Background: an optimization exercise with open tools, aiming at a short achievable clock period and few clock cycles per item. Do not read the settings as production practice. Where RTL was checked, it was by simulation tests only, not by an equivalence proof against the original. No activity file was given, so power comes from the tool's default toggle rates.

## ppm_frame_decoder_calibrated
module ppm_frame_decoder_calibrated #(
    parameter int FRAME_SLOTS = 7
) (
    input  logic         i_clk,
    input  logic         i_rst_n,
    input  logic         i_in_valid,
    output logic         o_in_ready,
    input  ppmfd_pkg::t_us i_in_interval_us,
    output logic         o_out_valid,
    input  logic         i_out_ready,
    output ppmfd_pkg::t_axis o_out_axis_x,
    output ppmfd_pkg::t_axis o_out_axis_y,
    output ppmfd_pkg::t_axis o_out_axis_rx,
    output ppmfd_pkg::t_axis o_out_axis_ry,
    output logic         o_out_button_a,
    output logic         o_out_button_b,
    input  logic         i_cfg_valid,
    output logic         o_cfg_ready,
    input  ppmfd_pkg::t_cfg_idx i_cfg_idx,
    input  ppmfd_pkg::t_us i_cfg_data
);
Size in the first run: about 8400 cells after synthesis, about 77 I/O pins, about 79000 µm² of cells after synthesis.
==> flow/config.mk <==
export PLATFORM = sky130hd
export DESIGN_NAME = ppm_frame_decoder_calibrated
export DESIGN_NICKNAME = ppm_frame_decoder_calibrated
export VERILOG_FILES = /design/flow/design.v
export SDC_FILE = /design/flow/constraint.sdc
export NUM_CORES = 4
export LEC_CHECK = 0
export CAP_MARGIN = 20
export CORE_MARGIN = 2
export CORE_UTILIZATION = 40
export CTS_CLUSTER_DIAMETER = 80
export CTS_CLUSTER_SIZE = 20
export PLACE_DENSITY = 0.6
export SETUP_SLACK_MARGIN = 5
export SLEW_MARGIN = 20
==> flow/constraint.sdc <==
create_clock -name core_clock -period 10.0 [get_ports {i_clk}]
set_input_delay 2.0000 -clock core_clock [delete_from_list [all_inputs] [get_ports {i_clk}]]
set_output_delay 2.0000 -clock core_clock [all_outputs]
set_load 0.01 [all_outputs]
standard.sh (not shown) runs the stock make flow with config.mk's settings and CLKGATE_MAP_FILE= SYNTH_SCRIPT=/design/flow/synth_recipe.tcl, a recipe that flattens the netlist after the stock synthesis.
==> flow/flow/run.sh <==
#!/bin/bash
MARGIN=${MARGIN:-7}
sed -E "s/SETUP_SLACK_MARGIN=[^ ]+/SETUP_SLACK_MARGIN=${MARGIN}/" standard.sh > standard_margin.sh
bash standard_margin.sh > standard.log 2>&1
status=$?
tail -5 standard.log
exit $status
==> next run, changes <==
--- a/flow/design.v
+++ b/flow/design.v
@@ -132,35 +132,31 @@
     logic                 r_rst;
     logic                 r_iv;
     ppmfd_pkg::t_us       r_iv_data;
     logic                 r_cv;
     ppmfd_pkg::t_cfg_idx  r_cv_idx;
     ppmfd_pkg::t_us       r_cv_data;
     logic                 r_ready;
     logic                 r_ready_d;
-    logic                 r_cfg_ready;
-    logic                 r_cfg_ready_d;
     logic                 r_iv_raw;
     logic                 r_cv_raw;
     always_ff @(posedge i_clk) begin
         r_rst     <= !i_rst_n;
         r_iv_raw  <= i_in_valid && i_rst_n;
         r_cv_raw  <= i_cfg_valid && i_rst_n;
         r_ready_d <= r_ready;
-        r_cfg_ready   <= i_rst_n;
-        r_cfg_ready_d <= r_cfg_ready;
         r_iv_data <= i_in_interval_us;
         r_cv_idx  <= i_cfg_idx;
         r_cv_data <= i_cfg_data;
     end
     assign o_in_ready  = r_ready;
-    assign o_cfg_ready = r_cfg_ready;
+    assign o_cfg_ready = r_ready;
     assign r_iv = r_iv_raw && r_ready_d;
-    assign r_cv = r_cv_raw && r_cfg_ready_d;
+    assign r_cv = r_cv_raw && r_ready_d;
     logic           r_calibrate;
     ppmfd_pkg::t_us r_button_thr;
     ppmfd_pkg::t_us r_sync_min;
     ppmfd_pkg::t_us r_sync_max;
     ppmfd_pkg::t_us r_cal_step;
     ppmfd_pkg::t_us r_jitter;
     logic [SLOT_W-1:0] r_slot;
     ppmfd_pkg::t_us    r_store [FRAME_SLOTS];
@@ -180,17 +176,16 @@
     logic           r_j    [NCH];
     logic           r_in   [NCH];
     logic           r_full [NCH];
     logic           r_btn_a, r_btn_b;
     logic [W+1:0]     r_span3 [NCH];
     ppmfd_pkg::t_us   r_rem [NCH];
     ppmfd_pkg::t_axis r_sh  [NCH];
     logic [OWED_W-1:0]  r_owed;
-    logic               r_drop_d;
     logic               r_out_valid;
     logic [RES_W-1:0]   r_out;
     logic [RES_W-1:0]   r_fifo [FIFO_D];
     logic [FIFO_AW-1:0] r_rd, r_wr;
     logic [FIFO_AW:0]   r_cnt;
     logic [SLOT_W-1:0] n_slot;
     logic              w_sync_hit;
     logic              w_close;
@@ -350,35 +345,33 @@
     logic [FIFO_AW:0]   w_cnt_next;
     logic [OWED_W-1:0]  w_owed_up;
     always_comb begin
         w_take     = (r_cnt != '0) && i_out_ready;
         w_rd_next  = !w_take ? r_rd : (r_rd == FIFO_AW'(FIFO_D - 1)) ? '0 : r_rd + FIFO_AW'(1);
         w_wr_inc   = (r_wr == FIFO_AW'(FIFO_D - 1)) ? '0 : r_wr + FIFO_AW'(1);
         w_cnt_next = r_cnt + (FIFO_AW+1)'(w_f_v) - (FIFO_AW+1)'(w_take);
         w_head_new = (r_cnt == '0) || (r_cnt == (FIFO_AW+1)'(1) && w_take);
-        w_owed_up  = r_owed + OWED_W'(w_close) - OWED_W'(r_drop_d);
+        w_owed_up  = r_owed + OWED_W'(w_good);
     end
     always_ff @(posedge i_clk) begin
         r_out       <= w_head_new ? w_res : r_fifo[w_rd_next];
         r_out_valid <= i_rst_n && !r_rst && (w_cnt_next != '0);
         if (w_f_v) r_fifo[r_wr] <= w_res;
         if (r_rst) begin
             r_rd    <= '0;
             r_wr    <= '0;
             r_cnt   <= '0;
             r_owed  <= '0;
-            r_drop_d <= 1'b0;
             r_ready <= 1'b1;
         end else begin
             r_rd    <= w_rd_next;
             if (w_f_v) r_wr <= w_wr_inc;
             r_cnt   <= w_cnt_next;
             r_owed  <= w_owed_up - OWED_W'(w_take);
-            r_drop_d <= w_close && w_drop;
             r_ready <= (w_owed_up <= OWED_W'(OWED_OPEN));
         end
     end
     always_ff @(posedge i_clk) begin
         if (r_rst) begin
             r_calibrate  <= ppmfd_pkg::RST_CALIBRATE;
             r_button_thr <= ppmfd_pkg::RST_BUTTON_THR;
             r_sync_min   <= ppmfd_pkg::RST_SYNC_MIN;
Sequential power stays flat.
Worst hold slack gets better by 0.032 ns.
Non-clock buffer count is lower by 31.
Setup slack gets better by 0.099 ns.
Synthesized cell count is higher by 0.35%.
Testbench counts after the change, summed over its fixed seeds: cycles 11,280, frames 1,590.
No functional check of the RTL was part of the first run of this note.


ppm_frame_decoder_calibrated, a different RTL version from the one above (not shown whole).
Size in the first run: roughly 9,600 cells after synthesis, about 1,300 flip-flops, roughly 77 I/O pins, ~82,000 sq um of cells after synthesis.
==> module ppmfd_add, before the edit <==
module ppmfd_add #(
    parameter int W = 16
) (
    input  logic [W-1:0] i_a,
    input  logic [W-1:0] i_b,
    input  logic         i_cin,
    output logic [W-1:0] o_sum,
    output logic         o_cout
);
    localparam int LV = $clog2(W);
    wire [(LV+1)*W-1:0] w_g;
    wire [(LV+1)*W-1:0] w_p;
    wire [W-1:0]        w_c;
    assign w_p[W-1:0] = i_a | i_b;
    assign w_g[W-1:0] = (i_a & i_b) | {{(W-1){1'b0}}, w_p[0] & i_cin};
    genvar l, i;
    generate
        for (l = 0; l < LV; l++) begin : g_lv
            for (i = 0; i < W; i++) begin : g_bit
                if (i >= (1 << l)) begin : g_op
                    assign w_g[(l+1)*W+i] = w_g[l*W+i] | (w_p[l*W+i] & w_g[l*W+i-(1<<l)]);
                    assign w_p[(l+1)*W+i] = w_p[l*W+i] & w_p[l*W+i-(1<<l)];
                end else begin : g_pass
                    assign w_g[(l+1)*W+i] = w_g[l*W+i];
                    assign w_p[(l+1)*W+i] = w_p[l*W+i];
                end
            end
        end
    endgenerate
    if (W > 1) begin : g_wide
        assign w_c = {w_g[LV*W +: W-1], i_cin};
    end else begin : g_narrow
        assign w_c = i_cin;
    end
    assign o_sum  = i_a ^ (i_b ^ w_c);
    assign o_cout = w_g[LV*W+W-1];
endmodule
==> module ppmfd_sub, before the edit <==
module ppmfd_sub #(
    parameter int W = 16
) (
    input  logic [W-1:0] i_a,
    input  logic [W-1:0] i_b,
    output logic [W-1:0] o_diff,
    output logic         o_lt
);
    logic w_cout;
    ppmfd_add #(.W(W)) u_add (.i_a(i_a), .i_b(~i_b), .i_cin(1'b1), .o_sum(o_diff), .o_cout(w_cout));
    assign o_lt = !w_cout;
endmodule
==> module ppmfd_sub3, before the edit <==
module ppmfd_sub3 #(
    parameter int W = 18
) (
    input  logic [W-1:0] i_x,
    input  logic [W-1:0] i_y,
    input  logic [W-1:0] i_z,
    output logic [W-1:0] o_diff
);
    logic [W-1:0] w_y, w_z, w_s, w_k;
    logic         w_cout;
    assign w_y = ~i_y;
    assign w_z = ~i_z;
    assign w_s = i_x ^ w_y ^ w_z;
    assign w_k = (i_x & w_y) | (i_x & w_z) | (w_y & w_z);
    ppmfd_add #(.W(W)) u_add (.i_a(w_s), .i_b({w_k[W-2:0], 1'b1}), .i_cin(1'b1),
                              .o_sum(o_diff), .o_cout(w_cout));
endmodule
Settings: LEC_CHECK=0, CAP_MARGIN=20, CORE_MARGIN=2, CORE_UTILIZATION=40, PLACE_DENSITY=0.6, SETUP_SLACK_MARGIN=5, SLEW_MARGIN=20; clock period 10.0 ns.
Scripts as last shown in full above: flow/flow/run.sh
The first run completed and failed the layout checks on max-slew violations.
Rerun with:
--- a/flow/design.v
+++ b/flow/design.v
@@ -31,66 +31,22 @@
     input  logic [W-1:0] i_b,
     input  logic         i_cin,
     output logic [W-1:0] o_sum,
     output logic         o_cout
 );
-    localparam int LV = $clog2(W);
-    wire [(LV+1)*W-1:0] w_g;
-    wire [(LV+1)*W-1:0] w_p;
-    wire [W-1:0]        w_c;
-    assign w_p[W-1:0] = i_a | i_b;
-    assign w_g[W-1:0] = (i_a & i_b) | {{(W-1){1'b0}}, w_p[0] & i_cin};
-    genvar l, i;
-    generate
-        for (l = 0; l < LV; l++) begin : g_lv
-            for (i = 0; i < W; i++) begin : g_bit
-                if (i >= (1 << l)) begin : g_op
-                    assign w_g[(l+1)*W+i] = w_g[l*W+i] | (w_p[l*W+i] & w_g[l*W+i-(1<<l)]);
-                    assign w_p[(l+1)*W+i] = w_p[l*W+i] & w_p[l*W+i-(1<<l)];
-                end else begin : g_pass
-                    assign w_g[(l+1)*W+i] = w_g[l*W+i];
-                    assign w_p[(l+1)*W+i] = w_p[l*W+i];
-                end
-            end
-        end
-    endgenerate
-    if (W > 1) begin : g_wide
-        assign w_c = {w_g[LV*W +: W-1], i_cin};
-    end else begin : g_narrow
-        assign w_c = i_cin;
-    end
-    assign o_sum  = i_a ^ (i_b ^ w_c);
-    assign o_cout = w_g[LV*W+W-1];
+    assign {o_cout, o_sum} = {1'b0, i_a} + {1'b0, i_b} + {{W{1'b0}}, i_cin};
 endmodule
 module ppmfd_sub #(
     parameter int W = 16
 ) (
     input  logic [W-1:0] i_a,
     input  logic [W-1:0] i_b,
     output logic [W-1:0] o_diff,
     output logic         o_lt
 );
-    logic w_cout;
-    ppmfd_add #(.W(W)) u_add (.i_a(i_a), .i_b(~i_b), .i_cin(1'b1), .o_sum(o_diff), .o_cout(w_cout));
-    assign o_lt = !w_cout;
-endmodule
-module ppmfd_sub3 #(
-    parameter int W = 18
-) (
-    input  logic [W-1:0] i_x,
-    input  logic [W-1:0] i_y,
-    input  logic [W-1:0] i_z,
-    output logic [W-1:0] o_diff
-);
-    logic [W-1:0] w_y, w_z, w_s, w_k;
-    logic         w_cout;
-    assign w_y = ~i_y;
-    assign w_z = ~i_z;
-    assign w_s = i_x ^ w_y ^ w_z;
-    assign w_k = (i_x & w_y) | (i_x & w_z) | (w_y & w_z);
-    ppmfd_add #(.W(W)) u_add (.i_a(w_s), .i_b({w_k[W-2:0], 1'b1}), .i_cin(1'b1),
-                              .o_sum(o_diff), .o_cout(w_cout));
+    assign o_diff = i_a - i_b;
+    assign o_lt   = i_a < i_b;
 endmodule
 module ppm_frame_decoder_calibrated #(
     parameter int FRAME_SLOTS = 7
 ) (
     input  logic         i_clk,
- The new run produced a clean layout
- global-route usage went down by 2.5 points
- final area shrinks by 4.1%
- total power went up by about 0.6%
- first-iteration DRC count falls by 26%
- fmax goes up by 30%
No functional check of the RTL was part of any run of this note.


Setup of job 101:
Another version of the RTL of ppm_frame_decoder_calibrated (not shown whole).
Size: ~9600 cells after synthesis, ~1300 flip-flops, about 89000 µm² of cells after synthesis.
Design ppm_frame_decoder_calibrated, start of the top module:
module ppm_frame_decoder_calibrated #(
    parameter int FRAME_SLOTS = 7
) (
    input  logic         i_clk,
    input  logic         i_rst_n,
    input  logic         i_in_valid,
    output logic         o_in_ready,
    input  ppmfd_pkg::t_us i_in_interval_us,
    output logic         o_out_valid,
    input  logic         i_out_ready,
    output ppmfd_pkg::t_axis o_out_axis_x,
    output ppmfd_pkg::t_axis o_out_axis_y,
    output ppmfd_pkg::t_axis o_out_axis_rx,
    output ppmfd_pkg::t_axis o_out_axis_ry,
    output logic         o_out_button_a,
    output logic         o_out_button_b,
    input  logic         i_cfg_valid,
    output logic         o_cfg_ready,
    input  ppmfd_pkg::t_cfg_idx i_cfg_idx,
    input  ppmfd_pkg::t_us i_cfg_data
);
clock: 10.0 ns
lec_check: 0
cap_margin: 20
core_margin: 2
core_utilization: 40
cts_cluster_diameter: 80
cts_cluster_size: 20
place_density: 0.6
setup_slack_margin: 5
slew_margin: 20
Scripts as last shown in full above: flow/flow/run.sh
Testbench counts of job 101, summed over its fixed seeds: cycles 11,296, frames 1,590.
## Diff of input files: job 102 against job 101
--- a/flow/design.v
+++ b/flow/design.v
@@ -213,70 +213,62 @@
         n_slot     = (r_slot == LAST_SLOT) ? '0 : r_slot + SLOT_W'(1);
         w_sync_hit = r_resync && w_above_min && w_below_max;
         w_close    = r_iv && (n_slot == LAST_SLOT);
         w_drop     = !w_sync_hit && w_s0_low;
         w_good     = w_close && !w_drop;
     end
     logic [NCH-1:0][W:0] w_pv_lo;
     logic [NCH-1:0][W:0] w_pv_hi;
-    logic [NCH-1:0][W:0] w_lo_ms;
-    logic [NCH-1:0][W:0] w_hi_ps;
     logic [W:0]          r_pv_lo [NCH];
     logic [W:0]          r_pv_hi [NCH];
-    logic [W:0]          r_lo_ms [NCH];
-    logic [W:0]          r_hi_ps [NCH];
     generate
         for (genvar gp = 0; gp < NCH; gp++) begin : g_pv
             ppmfd_add #(.W(W+1)) u_pv_lo (.i_a({1'b0, r_prev[gp]}), .i_b(~{1'b0, r_jitter}), .i_cin(1'b1),
                                           .o_sum(w_pv_lo[gp]), .o_cout());
             ppmfd_add #(.W(W+1)) u_pv_hi (.i_a({1'b0, r_prev[gp]}), .i_b({1'b0, r_jitter}), .i_cin(1'b0),
                                           .o_sum(w_pv_hi[gp]), .o_cout());
-            ppmfd_add #(.W(W+1)) u_lo_ms (.i_a({1'b0, r_min[gp]}), .i_b(~{1'b0, r_cal_step}), .i_cin(1'b1),
-                                          .o_sum(w_lo_ms[gp]), .o_cout());
-            ppmfd_add #(.W(W+1)) u_hi_ps (.i_a({1'b0, r_max[gp]}), .i_b({1'b0, r_cal_step}), .i_cin(1'b0),
-                                          .o_sum(w_hi_ps[gp]), .o_cout());
         end
     endgenerate
     always_ff @(posedge i_clk) begin
         for (int c = 0; c < NCH; c++) begin
             r_pv_lo[c] <= w_pv_lo[c];
             r_pv_hi[c] <= w_pv_hi[c];
-            r_lo_ms[c] <= w_lo_ms[c];
-            r_hi_ps[c] <= w_hi_ps[c];
         end
     end
-    logic [NCH-1:0]        w_lo_ms_lt_p;
-    logic [NCH-1:0]        w_p_lt_hi_ps;
+    logic [NCH-1:0][W+1:0] w_lo_room;
+    logic [NCH-1:0][W+1:0] w_hi_room;
     logic [NCH-1:0]        w_pv_lo_lt_p;
     logic [NCH-1:0]        w_p_lt_pv_hi;
     logic [NCH-1:0]        w_p_lt_lo;
     logic [NCH-1:0]        w_hi_lt_p;
     logic                  w_thr_lt_a, w_thr_lt_b;
     ppmfd_pkg::t_us        w_unused3, w_unused4;
     logic         w_cal_lo   [NCH];
     logic         w_cal_hi   [NCH];
     logic         w_j        [NCH];
     genvar gc;
     generate
         for (gc = 0; gc < NCH; gc++) begin : g_a1
-            ppmfd_sub #(.W(W))   u_lo_ms (.i_a(r_lo_ms[gc][W-1:0]), .i_b(r_store[gc+1]), .o_diff(), .o_lt(w_lo_ms_lt_p[gc]));
-            ppmfd_sub #(.W(W+1)) u_hi_ps (.i_a({1'b0, r_store[gc+1]}), .i_b(r_hi_ps[gc]), .o_diff(), .o_lt(w_p_lt_hi_ps[gc]));
+            ppmfd_sub3 #(.W(W+2)) u_lo_room (.i_x({2'b0, r_min[gc]}), .i_y({2'b0, r_store[gc+1]}),
+                                             .i_z({2'b0, r_cal_step}), .o_diff(w_lo_room[gc]));
+            ppmfd_sub3 #(.W(W+2)) u_hi_room (.i_x({2'b0, r_store[gc+1]}), .i_y({2'b0, r_max[gc]}),
+                                             .i_z({2'b0, r_cal_step}), .o_diff(w_hi_room[gc]));
             ppmfd_sub #(.W(W)) u_p_lo  (.i_a(r_store[gc+1]), .i_b(r_min[gc]),  .o_diff(), .o_lt(w_p_lt_lo[gc]));
             ppmfd_sub #(.W(W)) u_hi_p  (.i_a(r_max[gc]),     .i_b(r_store[gc+1]), .o_diff(), .o_lt(w_hi_lt_p[gc]));
             ppmfd_sub #(.W(W))   u_pv_lo (.i_a(r_pv_lo[gc][W-1:0]), .i_b(r_store[gc+1]), .o_diff(), .o_lt(w_pv_lo_lt_p[gc]));
             ppmfd_sub #(.W(W+1)) u_pv_hi (.i_a({1'b0, r_store[gc+1]}), .i_b(r_pv_hi[gc]), .o_diff(), .o_lt(w_p_lt_pv_hi[gc]));
         end
     endgenerate
     ppmfd_sub #(.W(W)) u_btn_a (.i_a(r_button_thr), .i_b(r_store[BTN_A_SLOT]), .o_diff(w_unused3), .o_lt(w_thr_lt_a));
     ppmfd_sub #(.W(W)) u_btn_b (.i_a(r_button_thr), .i_b(r_store[BTN_B_SLOT]), .o_diff(w_unused4), .o_lt(w_thr_lt_b));
     always_comb begin
         for (int c = 0; c < NCH; c++) begin
-            w_cal_lo[c]  = r_calibrate && w_p_lt_lo[c] && (r_lo_ms[c][W] || w_lo_ms_lt_p[c]);
-            w_cal_hi[c]  = r_calibrate && w_hi_lt_p[c] && w_p_lt_hi_ps[c];
+            w_cal_lo[c]  = r_calibrate && w_p_lt_lo[c] && w_lo_room[c][W+1];
+            w_cal_hi[c]  = r_calibrate && w_hi_lt_p[c] && w_hi_room[c][W+1];
             w_j[c]       = (r_pv_lo[c][W] || w_pv_lo_lt_p[c]) && w_p_lt_pv_hi[c];
         end
     end
     ppmfd_pkg::t_us w_lo_new [NCH];
     ppmfd_pkg::t_us w_hi_new [NCH];
     logic [NCH-1:0][W-1:0] w_p_lo;
     logic [NCH-1:0][W-1:0] w_hi_p;
     logic [NCH-1:0][W-1:0] w_hi_lo;
Results
Total combinational power for job 102 is lower than for job 101.
Between job 102 and job 101, the total power is higher for job 101.
On routability congestion estimate, job 102 tracks job 101 almost exactly.
Shortest period the worst path allows, job 102 and job 101: larger value in job 101
Relative to job 101, number of signal-net buffers in the layout has decreased by 1.9% in job 102.
[job 102] share of the final layout cell area in multi-input gates rose 0.91 points relative to job 101
Testbench counts of job 102, summed over its fixed seeds: cycles 11,296, frames 1,590.

-- re-timing with driven ports --
How much do the figures lean on ideal ports? The routed layouts below were timed once more, with nothing changed but the port constraints.
Step 1 (the two cells are an assumption about what drives the block):
set clk [get_ports {i_clk}]
set_driving_cell -lib_cell sky130_fd_sc_hd__clkbuf_16 $clk
set_driving_cell -lib_cell sky130_fd_sc_hd__buf_2 [delete_from_list [all_inputs] $clk]
Step 2, shift: input delay + t, output delay - t, t = (earliest + latest rising clock arrival at the registers) / 2. This alone moves slack from input paths to output paths.
Three values: ideal, step 1, step 2; two values: the first two.
| run | t, ns | slack for setup (ns) | worst hold slack (ns) | clock arrival spread, ns |
|---|---|---|---|---|
| the first run of note 1 | 0.811 | 6.641 / 6.641 / 6.192 | 0.366 / 0.366 / 0.366 | 0.048 / 0.048 |
| the second run of note 1 | 0.807 | 6.739 / 6.688 / 6.300 | 0.398 / 0.398 / 0.398 | 0.064 / 0.064 |
| the first run of note 2 | 0.898 | 5.565 / 5.565 / 5.565 | 0.423 / 0.423 / 0.423 | 0.074 / 0.074 |
| the second run of note 2 | 0.899 | 6.576 / 6.529 / 6.290 | 0.420 / 0.420 / 0.420 | 0.033 / 0.033 |
| job 101 | 0.849 | 6.622 / 6.532 / 6.276 | 0.369 / 0.369 / 0.369 | 0.041 / 0.041 |
| job 102 | 0.837 | 6.758 / 6.664 / 6.259 | 0.372 / 0.372 / 0.372 | 0.056 / 0.057 |
The setup slack of job 102, which loses most, moves by -0.094 ns with the drivers and by -0.499 ns with both steps.
